What follows belongs to an exercise in optimizing a design on an open flow for small area, a short achievable clock period and few clock cycles per item; a production flow would make more cautious choices.
Only simulation tests tie the RTL to the original design; equivalence was not proved.
Power is estimated from default activity; no workload was simulated.

==> flow/design.v (outline; a module is shown in full before it is edited, if it fits) <==
// module iir_round_sat: 29 lines
// module iir_biquad_mc: 2538 lines
module iir_biquad_mc #(
  parameter int DATA_W = 16,
  parameter int COEF_W = 18,
  parameter int FRAC_W = 16,
  parameter int NUM_CH = 4,
  localparam int CH_W  = (NUM_CH > 1) ? $clog2(NUM_CH) : 1,
  localparam int ACC_W = DATA_W + COEF_W + 3
) (
  input  logic              clk_i,
  input  logic              reset_ni,
  input  logic              in_valid_i,
  output logic              in_ready_o,
  input  logic [CH_W-1:0]   in_ch_i,
  input  logic [DATA_W-1:0] in_data_i,
  input  logic              bypass_i,
  input  logic              state_clr_i,
  input  logic              coef_we_i,
  input  logic [2:0]        coef_sel_i,
  input  logic [COEF_W-1:0] coef_data_i,
  output logic              out_valid_o,
  output logic [CH_W-1:0]   out_ch_o,
  output logic [DATA_W-1:0] out_data_o,
  output logic              out_sat_o
);
  // ...
==> flow/flow/run.sh <==
#!/bin/bash
# Layout flow: the standard layout (standard.sh) with these changes:
#  - after the standard synthesis (unchanged), flow/polarity.py removes inverters between
#    full adders by choosing each full adder's polarity (registers and ports untouched);
#  - timing repair aims for setup slack of at least MARGIN ns at the design's clock period,
#    so the resizer sizes and buffers the pipeline for a short achieved period;
#  - port buffers use a plain buffer cell instead of the default delay-buffer choice;
#  - clock tree: sink clusters of at most 20 flip-flops within 80 um, no dummy loads.
# Logs: flow_synth.log, flow_polarity.log, flow_make.log here, and each step's under orfs/logs.
set -euo pipefail
MARGIN=9.9
R=orfs/results/sky130hd/iir_biquad_mc/base
bash standard.sh synth > flow_synth.log 2>&1
python3 flow/polarity.py "$R/1_2_yosys.v" > flow_polarity.log 2>&1
bash standard.sh "SETUP_SLACK_MARGIN=$MARGIN" \
  "BUFFER_PORTS_ARGS=-buffer_cell sky130_fd_sc_hd__buf_4" \
  "CTS_ARGS=-sink_clustering_enable -repair_clock_nets -sink_clustering_size 20 -sink_clustering_max_diameter 80 -dont_use_dummy_load" \
  finish > flow_make.log 2>&1
==> flow/flow/polarity.py <==
#!/usr/bin/env python3
"""Remove inverters between full adders in a flat gate-level netlist (Yosys write_verilog).

A full adder is self-dual: complementing its three inputs complements both outputs. An
XOR2/XNOR2 gate absorbs an inverted input by swapping to the other of the two. The
synthesised carry-save trees leave many inverters between such cells because each full adder
was extracted in an arbitrary polarity. This script chooses a polarity for every full adder
and an output polarity for every XOR/XNOR gate (local search) so that as few signals as
possible are needed in complemented form, then rewires the netlist with one inverter per
signal that is still needed complemented. Registers, ports and all other cells are unchanged;
the logic function of every register input and output port is the same.

usage: polarity.py NETLIST.v   (rewritten in place; the original is kept as NETLIST.v.orig)
"""
import re
import sys
import shutil
import random

path = sys.argv[1]
text = open(path).read()

m = re.search(r"^module\s+(\S+)\s*\((.*?)\);\n", text, re.M | re.S)
body_start = m.end()
end = text.rindex("endmodule")
head = text[:body_start]
body = text[body_start:end]

# split body into statements: declarations and instances
inst_re = re.compile(r"^  (sky130_fd_sc_hd__\w+)\s+(\S+)\s*\((.*?)\);\n", re.M | re.S)
pin_re = re.compile(r"\.(\w+)\(((?:[^()]|\\\S+\s)*?)\)")
decls = []
insts = []        # [type, name, [(pin, net)]]
pos = 0
for im in inst_re.finditer(body):
    decls.append(body[pos:im.start()])
    pins = [(p, n.strip()) for p, n in pin_re.findall(im.group(3))]
    insts.append([im.group(1), im.group(2), pins])
    pos = im.end()
decls.append(body[pos:])
decl_text = "".join(decls)
if re.search(r"^\s*assign\b", decl_text, re.M):
    sys.exit("polarity.py: netlist has assign statements; left unchanged")

outputs = set()
for om in re.finditer(r"^\s*output\s+(\[(\d+):(\d+)\]\s+)?(\S+);", decl_text, re.M):
    if om.group(1):
        hi, lo = int(om.group(2)), int(om.group(3))
        for k in range(min(hi, lo), max(hi, lo) + 1):
            outputs.add(f"{om.group(4)}[{k}]")
    else:
        outputs.add(om.group(4))

OUT_PINS = {"X", "Y", "Q", "Q_N", "SUM", "COUT", "HI", "LO"}
def is_inv(t):
    return re.fullmatch(r"sky130_fd_sc_hd__(inv|clkinv)_\d+", t) is not None
def is_fa(t):
    return re.fullmatch(r"sky130_fd_sc_hd__fa_\d+", t) is not None
def xor_kind(t):
    mm = re.fullmatch(r"sky130_fd_sc_hd__(xor2|xnor2)_(\d+)", t)
    return (mm.group(1) == "xnor2", mm.group(2)) if mm else None

driver = {}
for idx, (t, name, pins) in enumerate(insts):
    for p, n in pins:
        if p in OUT_PINS:
            driver[n] = (idx, p)

# inverters that drive a port stay; all others are collapsed
collapsible = set()
for idx, (t, name, pins) in enumerate(insts):
    if is_inv(t):
        y = dict(pins)["Y"]
        if y not in outputs:
            collapsible.add(idx)

def root_of(n):
    par = 0
    seen = 0
    while n in driver and driver[n][0] in collapsible:
        idx = driver[n][0]
        n = dict(insts[idx][2])["A"]
        par ^= 1
        seen += 1
        if seen > 1000:
            raise SystemExit("inverter loop")
    return n, par

# variables: full adders (flip) and XOR gates (output phase)
var_of_root = {}        # root net -> variable index (its phase)
var_cell = []           # variable -> instance index
for idx, (t, name, pins) in enumerate(insts):
    if is_fa(t) or xor_kind(t):
        v = len(var_cell)
        var_cell.append(idx)
        for p, n in pins:
            if p in OUT_PINS:
                var_of_root[n] = v
fa_var = {var_cell[v]: v for v in range(len(var_cell)) if is_fa(insts[var_cell[v]][0])}

# sinks: (root, parity, kind, var) ; kind 0 fixed, 1 fa input (var = fa variable)
sinks = []
for idx, (t, name, pins) in enumerate(insts):
    if idx in collapsible:
        continue
    if xor_kind(t):
        continue                       # XOR inputs absorb any parity
    for p, n in pins:
        if p in OUT_PINS:
            continue
        r, par = root_of(n)
        if is_fa(t):
            sinks.append((r, par, 1, fa_var[idx]))
        else:
            sinks.append((r, par, 0, -1))
fixed_vars = set()
for n in outputs:
    if n in var_of_root:
        fixed_vars.add(var_of_root[n])

nv = len(var_cell)
phase = [0] * nv
root_sinks = {}
for s in sinks:
    root_sinks.setdefault(s[0], []).append(s)
var_roots = [[] for _ in range(nv)]
for r, v in var_of_root.items():
    if r in root_sinks:
        var_roots[v].append(r)
var_sink_roots = [set() for _ in range(nv)]
for s in sinks:
    if s[2] == 1:
        var_sink_roots[s[3]].add(s[0])

def root_cost(r):
    ph = phase[var_of_root[r]] if r in var_of_root else 0
    for (rr, par, kind, v) in root_sinks[r]:
        need = ph ^ par ^ (phase[v] if kind == 1 else 0)
        if need:
            return 1
    return 0

def total():
    return sum(root_cost(r) for r in root_sinks)

before = total()
import math
rng = random.Random(1)
order = [v for v in range(nv) if v not in fixed_vars]
aff_of = [set(var_roots[v]) | var_sink_roots[v] for v in range(nv)]
cur = before
best = cur
best_phase = list(phase)
SWEEPS = 300
for sweep in range(SWEEPS):
    temp = 0.6 * (1 - sweep / SWEEPS) + 0.01
    rng.shuffle(order)
    for v in order:
        aff = aff_of[v]
        c0 = sum(root_cost(r) for r in aff)
        phase[v] ^= 1
        c1 = sum(root_cost(r) for r in aff)
        dlt = c1 - c0
        if dlt <= 0 or rng.random() < math.exp(-dlt / temp):
            cur += dlt
            if cur < best:
                best = cur
                best_phase = list(phase)
        else:
            phase[v] ^= 1
phase = best_phase
after = total()

# ------------------------------------------------------------------ rewrite
inv_net = {}
new_decl = []
new_insts = []
def ref(r, need):
    if not need:
        return r
    if r not in inv_net:
        k = len(inv_net)
        inv_net[r] = f"_polinv{k}_"
        new_decl.append(f"  wire _polinv{k}_;\n")
        new_insts.append(["sky130_fd_sc_hd__inv_1", f"_polinv_cell{k}_", [("A", r), ("Y", f"_polinv{k}_")]])
    return inv_net[r]

def ph_of(r):
    return phase[var_of_root[r]] if r in var_of_root else 0

for idx, inst in enumerate(insts):
    t, name, pins = inst
    if idx in collapsible:
        continue
    xk = xor_kind(t)
    if xk:
        is_xnor, size = xk
        d = 0
        newpins = []
        for p, n in pins:
            if p in OUT_PINS:
                continue
            r, par = root_of(n)
            d ^= ph_of(r) ^ par
            newpins.append((p, r))
        v = var_of_root[dict(pins)["X" if not is_xnor else "Y"]]
        tn = int(is_xnor) ^ phase[v] ^ d
        outnet = dict(pins)["X" if not is_xnor else "Y"]
        inst[0] = f"sky130_fd_sc_hd__{'xnor2' if tn else 'xor2'}_{size}"
        newpins.append(("Y" if tn else "X", outnet))
        inst[2] = newpins
        continue
    f = phase[fa_var[idx]] if is_fa(t) else 0
    newpins = []
    for p, n in pins:
        if p in OUT_PINS:
            newpins.append((p, n))
            continue
        r, par = root_of(n)
        newpins.append((p, ref(r, ph_of(r) ^ par ^ f)))
    inst[2] = newpins

def fmt(inst):
    t, name, pins = inst
    ps = ",\n".join(f"    .{p}({n}{' ' if n.startswith(chr(92)) else ''})" for p, n in pins)
    return f"  {t} {name} (\n{ps}\n  );\n"

out = [head, decls[0]]
out.extend(new_decl)
for idx, inst in enumerate(insts):
    if idx not in collapsible:
        out.append(fmt(inst))
    out.append(decls[idx + 1])
for inst in new_insts:
    out.append(fmt(inst))
out.append(text[end:])
shutil.copyfile(path, path + ".orig")
open(path, "w").write("".join(out))
print(f"polarity.py: {len(collapsible)} inverters collapsed, signals needing a complement "
      f"{before} -> {after}, {len(inv_net)} inverters written")
==> flow/standard.sh <==
#!/bin/bash
# synth_recipe.tcl (not shown) runs the flow's synth.tcl, then flattens the netlist and writes it again
# the make line also repeats each setting of config.mk as NAME=value (left out here)
make -C /OpenROAD-flow-scripts/flow DESIGN_CONFIG=/design/flow/config.mk WORK_HOME=/design/flow/orfs CLKGATE_MAP_FILE= SYNTH_SCRIPT=/design/flow/synth_recipe.tcl "${@:-finish}"
==> flow/config.mk <==
export PLATFORM = sky130hd
export DESIGN_NAME = iir_biquad_mc
export DESIGN_NICKNAME = iir_biquad_mc
export VERILOG_FILES = /design/flow/design.v
export SDC_FILE = /design/flow/constraint.sdc
export NUM_CORES = 4
export LEC_CHECK = 0
export ABC_AREA = 1
export CAP_MARGIN = 20
export CORE_MARGIN = 2
export CORE_UTILIZATION = 60
export CTS_CLUSTER_DIAMETER = 80
export CTS_CLUSTER_SIZE = 20
export SLEW_MARGIN = 20
==> flow/constraint.sdc <==
create_clock -name core_clock -period 14.0 [get_ports {clk_i}]
set_input_delay 2.8000 -clock core_clock [delete_from_list [all_inputs] [get_ports {clk_i}]]
set_output_delay 2.8000 -clock core_clock [all_outputs]
set_load 0.01 [all_outputs]
==> summary.txt, run 1 <==
status=complete, no violations; Post-Syn Instances=4837; final setup violating endpoints=0; IO Pins=66; M2 GR Usage=between 50% and 60%; proportion of layout cells with a drive suffix above 1=7.246%; Pwr Total=9.990 mW; Total Wirelength=roughly 190000 um; Clock Power Share=14.3%; commonest non-fill, non-tap cell in the layout=fa_1; via count=38545; Final min period=4.168 ns; Rows=roughly 110; Worst slew margin=between 10 and 15%; Setup TNS=0 ns; CTS tree=yes; Worst EP required=about 15 ns; largest register by flop count=cs1_q; Switching Share=a little over two fifths; DR WL met2=76110 um; #MultiIn Comb=around 3300; Critical Path Sink Type=register; # Post-CTS Setup Buffers=4; # Max-Cap Violations=0; largest net degree at the start of global routing=65; ClkCell Share=2.369%; Worst Setup SP=dg1n_q[2][1]; Cell Chain, Critical Path=o22ai_1, xnor2_1, fa_1, fa_1, fa_1, fa_1, inv_1
Testbench counts, summed over its fixed seeds: cycles 2,088, items 2,048.
==> run 2: changes to the inputs <==
--- a/flow/flow/run.sh
+++ b/flow/flow/run.sh
@@ -9,5 +9,5 @@
 # Logs: flow_synth.log, flow_polarity.log, flow_make.log here, and each step's under orfs/logs.
 set -euo pipefail
-MARGIN=9.9
+MARGIN=9.96
 R=orfs/results/sky130hd/iir_biquad_mc/base
 bash standard.sh synth > flow_synth.log 2>&1
--- a/flow/config.mk
+++ b/flow/config.mk
@@ -9,5 +9,5 @@
 export CAP_MARGIN = 20
 export CORE_MARGIN = 2
-export CORE_UTILIZATION = 60
+export CORE_UTILIZATION = 70
 export CTS_CLUSTER_DIAMETER = 80
 export CTS_CLUSTER_SIZE = 20
==> run 2 against run 1 <==
Still clean on timing, DRC and antenna. Setup slack better by 0.12 ns. Die area down 14%. Total power up 1.1%. Sequential power about the same. Sequential cell count unchanged. Synthesized cell count unchanged. Utilization up 10 points. Wire length down 3.6%. Worst hold slack better by 0.012 ns. Global-route usage up 5.7 points. Highest routed layer unchanged.
==> summary.txt, run 2 <==
final setup violating endpoints=0 (unchanged); Nets=5419 (was 5412); clock slew at reported path FFs=0.08 ns (was 0.09 ns); Avg Cell Area, Syn=11.14 sq um (unchanged); Leak Pwr=21.86 nW (was 21.85 nW); Worst slew margin=14.52% (was 11.54%); initial antenna violation count=1 (was 4); proportion of layout cells with a drive suffix above 1=7.563% (was 7.246%); critical path startpoint category=register (unchanged); DP HPWL=137600 um (was 142300 um); Die Span X=281.5 um (was 303.7 um); most frequent cells in the layout=734 x fa_1, 692 x o22ai_1, 455 x xor2_1 (unchanged); period utilization=28.94% (was 29.77%); Cell Count, Final, Fillers Out=5606 (was 5733); Clock Latency Late Sink=0.65 ns (was 0.68 ns); Worst EP required=14.50 ns (was 14.52 ns); Worst VDD drop=0.0001654 V (was 0.0001449 V); Largest regs=cs1_q (187), coefn_q (90) (unchanged); Max clock buf depth=3 (unchanged); global placement routability congestion=1.064 (was 1.043); root buffer cell=clkbuf_16 (unchanged); die height=281.5 um (was 303.7 um); drt drc=0 (unchanged); area of the multi-input gates=0.03168 sq mm (about the same); drt pass-1 iters=10 (was 9); largest register by flop count=cs1_q (unchanged); # Max-Cap Violations=0 (unchanged); Setup TNS=0 ns (unchanged); Rows=101 (was 109); number of DRC markers in iteration 0=6024 (was 5324); Final min period=4.052 ns (was 4.168 ns); Pwr Total=10.10 mW (was 9.990 mW); Hold Path Class=register to register (unchanged); via count=39227 (was 38545); antenna-violating nets left=0 (unchanged); IO Pins=66 (unchanged); clock sink count=799 (unchanged); CP arrival=4.55 ns (was 4.69 ns); largest net degree at the start of global routing=91 (was 65); Place WS=9.827 ns (was 9.810 ns); CP max FO=19 (unchanged); post-place instance area=0.05431 sq mm (was 0.05450 sq mm); cell area after layout=0.05586 sq mm (was 0.05598 sq mm); Total Wirelength=181900 um (was 188700 um); global-route wire length before repair=262700 um (was 270500 um); Worst Max-Slew Pin Slew=1.280 ns (was 1.325 ns); WL per Instance=32.44 um (was 32.91 um); final hold viol count=0 (unchanged); vias in the first global route=39080 (was 37901); Post-Syn Instances=4837 (unchanged); Ys Warns=10 (unchanged); Max Clock Skew=0.06044 ns (was 0.1020 ns); Die ar.=0.07922 sq mm (was 0.09223 sq mm); port buffer count=65 (unchanged); register area=0.01944 sq mm (was 0.01943 sq mm); Fillers=5325 (was 7187); Syn Nets=5679 (unchanged); final worst slack=9.948 ns (was 9.832 ns); RSZ-0062 raised after global routing=true (unchanged); max-slew violations=0 (unchanged); GR Overflow Total=0 (unchanged); Critical Path Sink Type=register (unchanged); initial core utilization=70.83% (was 60.79%); CP Class=register to register (unchanged); Final Core Density=73.42% (was 63.15%); power density cells=180.9 mW/mm^2 (was 178.4 mW/mm^2); CORE AREA=0.07608 sq mm (was 0.08865 sq mm); Placed Cells=5534 (was 5672); CTS H-Tree Depth=2 (unchanged); Max Fclk=246.8 MHz (was 239.9 MHz); Vias per Instance=6.997 (was 6.723); CTS tree=yes (unchanged); number of flip-flops in the largest register=187 (unchanged); total track usage=46.47% (was 40.75%); WHS=0.3559 ns (was 0.3435 ns); commonest non-fill, non-tap cell in the layout=fa_1 (unchanged); Area Overhead vs Synth=3.652% (was 3.891%); status=complete, no violations (unchanged); cts bufs inserted=52 (was 53); Post-Syn Area=0.05389 sq mm (unchanged)
-- run 2: changes by cell type in the layout (fill, tap and decap cells not counted), sizes merged --
cell,previous run,this run
clkbuf,53,52
diode,0,1
nor2,155,156
clkinvlp,1,4
buf,118,125
inv,300,297
-- run 2: layout make-up --
cell class / instances / share of cell area (%)
Antenna cell: 1 / 0.004480
Clock buffer: 52 / 2.330
Inverter: 302 / 2.056
Multi-Input combinational cell: 3297 / 56.72
Sequential cell: 799 / 34.80
Tap cell: 1030 / 2.307
Timing Repair Buffer: 125 / 1.774
-- run 2: worst paths after layout --
| path | start | endpoint | slack, ns | depth (start not counted) |
|---|---|---|---|---|
| min | cs1_q[186] | cs2_q[37] | 0.36 | 0 |
| min reg2reg | cs1_q[186] | cs2_q[37] | 0.36 | 0 |
| max reg2reg | dg1n_q[1][1] | cs1_q[66] | 9.95 | 7 |
| max in group asynchronous | reset_ni | coefn_q[0][16] | 10.86 | 2 |
| max | dg1n_q[1][1] | cs1_q[66] | 9.95 | 7 |
| min in group asynchronous | reset_ni | nzy2_q[1] | 2.06 | 1 |
-- run 2: layer usage --
| layer | routed length [um] | GRT usage (%) | vias up |
|---|---|---|---|
| li1 | - | - | 15640 |
| met1 | 65000 | 60.56 | 19416 |
| met2 | 74640 | 65.09 | 3386 |
| met3 | 32160 | 24.64 | 761 |
| met4 | 9201 | 17.57 | 24 |
| met5 | 865 | 7.692 | - |
-- run 2: worst max-delay path: stages (launching register included) --
cell,delay [ns]
dfxtp_1,0.98
o22ai_1,0.23
xnor2_1,0.25
fa_1,0.48
fa_1,0.86
fa_1,0.54
fa_1,0.54
inv_1,0.04
-- run 2: power by group --
group,internal (mW),leakage (nW),switching [mW]
clock network,0.654,0.641,0.755
logic,2.02,14.0,2.87
registers,3.08,7.19,0.727
total,5.75,21.9,4.35
-- run 2: timing repair --
action,4_1_cts,5_1_grt
pin swaps,0,1
resized for setup,11,17
endpoints found under the setup margin,16,49
buffers inserted,10,5
cloned,0,1
hold buffers,0,0

-- re-timing with driven ports --
The flow's constraints put no driver on any port. The routed layouts listed below were extracted and timed again, unchanged, in two steps.
Step 1 (the two cells are an assumption about what drives the block):
set clk [get_ports {clk_i}]
set_driving_cell -lib_cell sky130_fd_sc_hd__clkbuf_16 $clk
set_driving_cell -lib_cell sky130_fd_sc_hd__buf_2 [delete_from_list [all_inputs] $clk]
Step 2 times the ports against the registers' clock, not the clock port: input delays grow and output delays shrink by t, the midpoint of the rising clock arrivals with the driver on.
Slacks: no drivers / after step 1 / after step 2; pairs: no drivers / after step 1.
run	shift t [ns]	slack for setup (ns)	hold slack, ns	latest minus earliest clock arrival (ns)	worst data-port slew with drivers (ns)
run 1	0.698	9.832 / 9.832 / 9.832	0.344 / 0.344 / 0.344	0.109 / 0.108	0.07
run 2	0.693	9.948 / 9.936 / 9.948	0.356 / 0.356 / 0.356	0.061 / 0.061	0.05
After both steps every run listed still meets setup and hold.
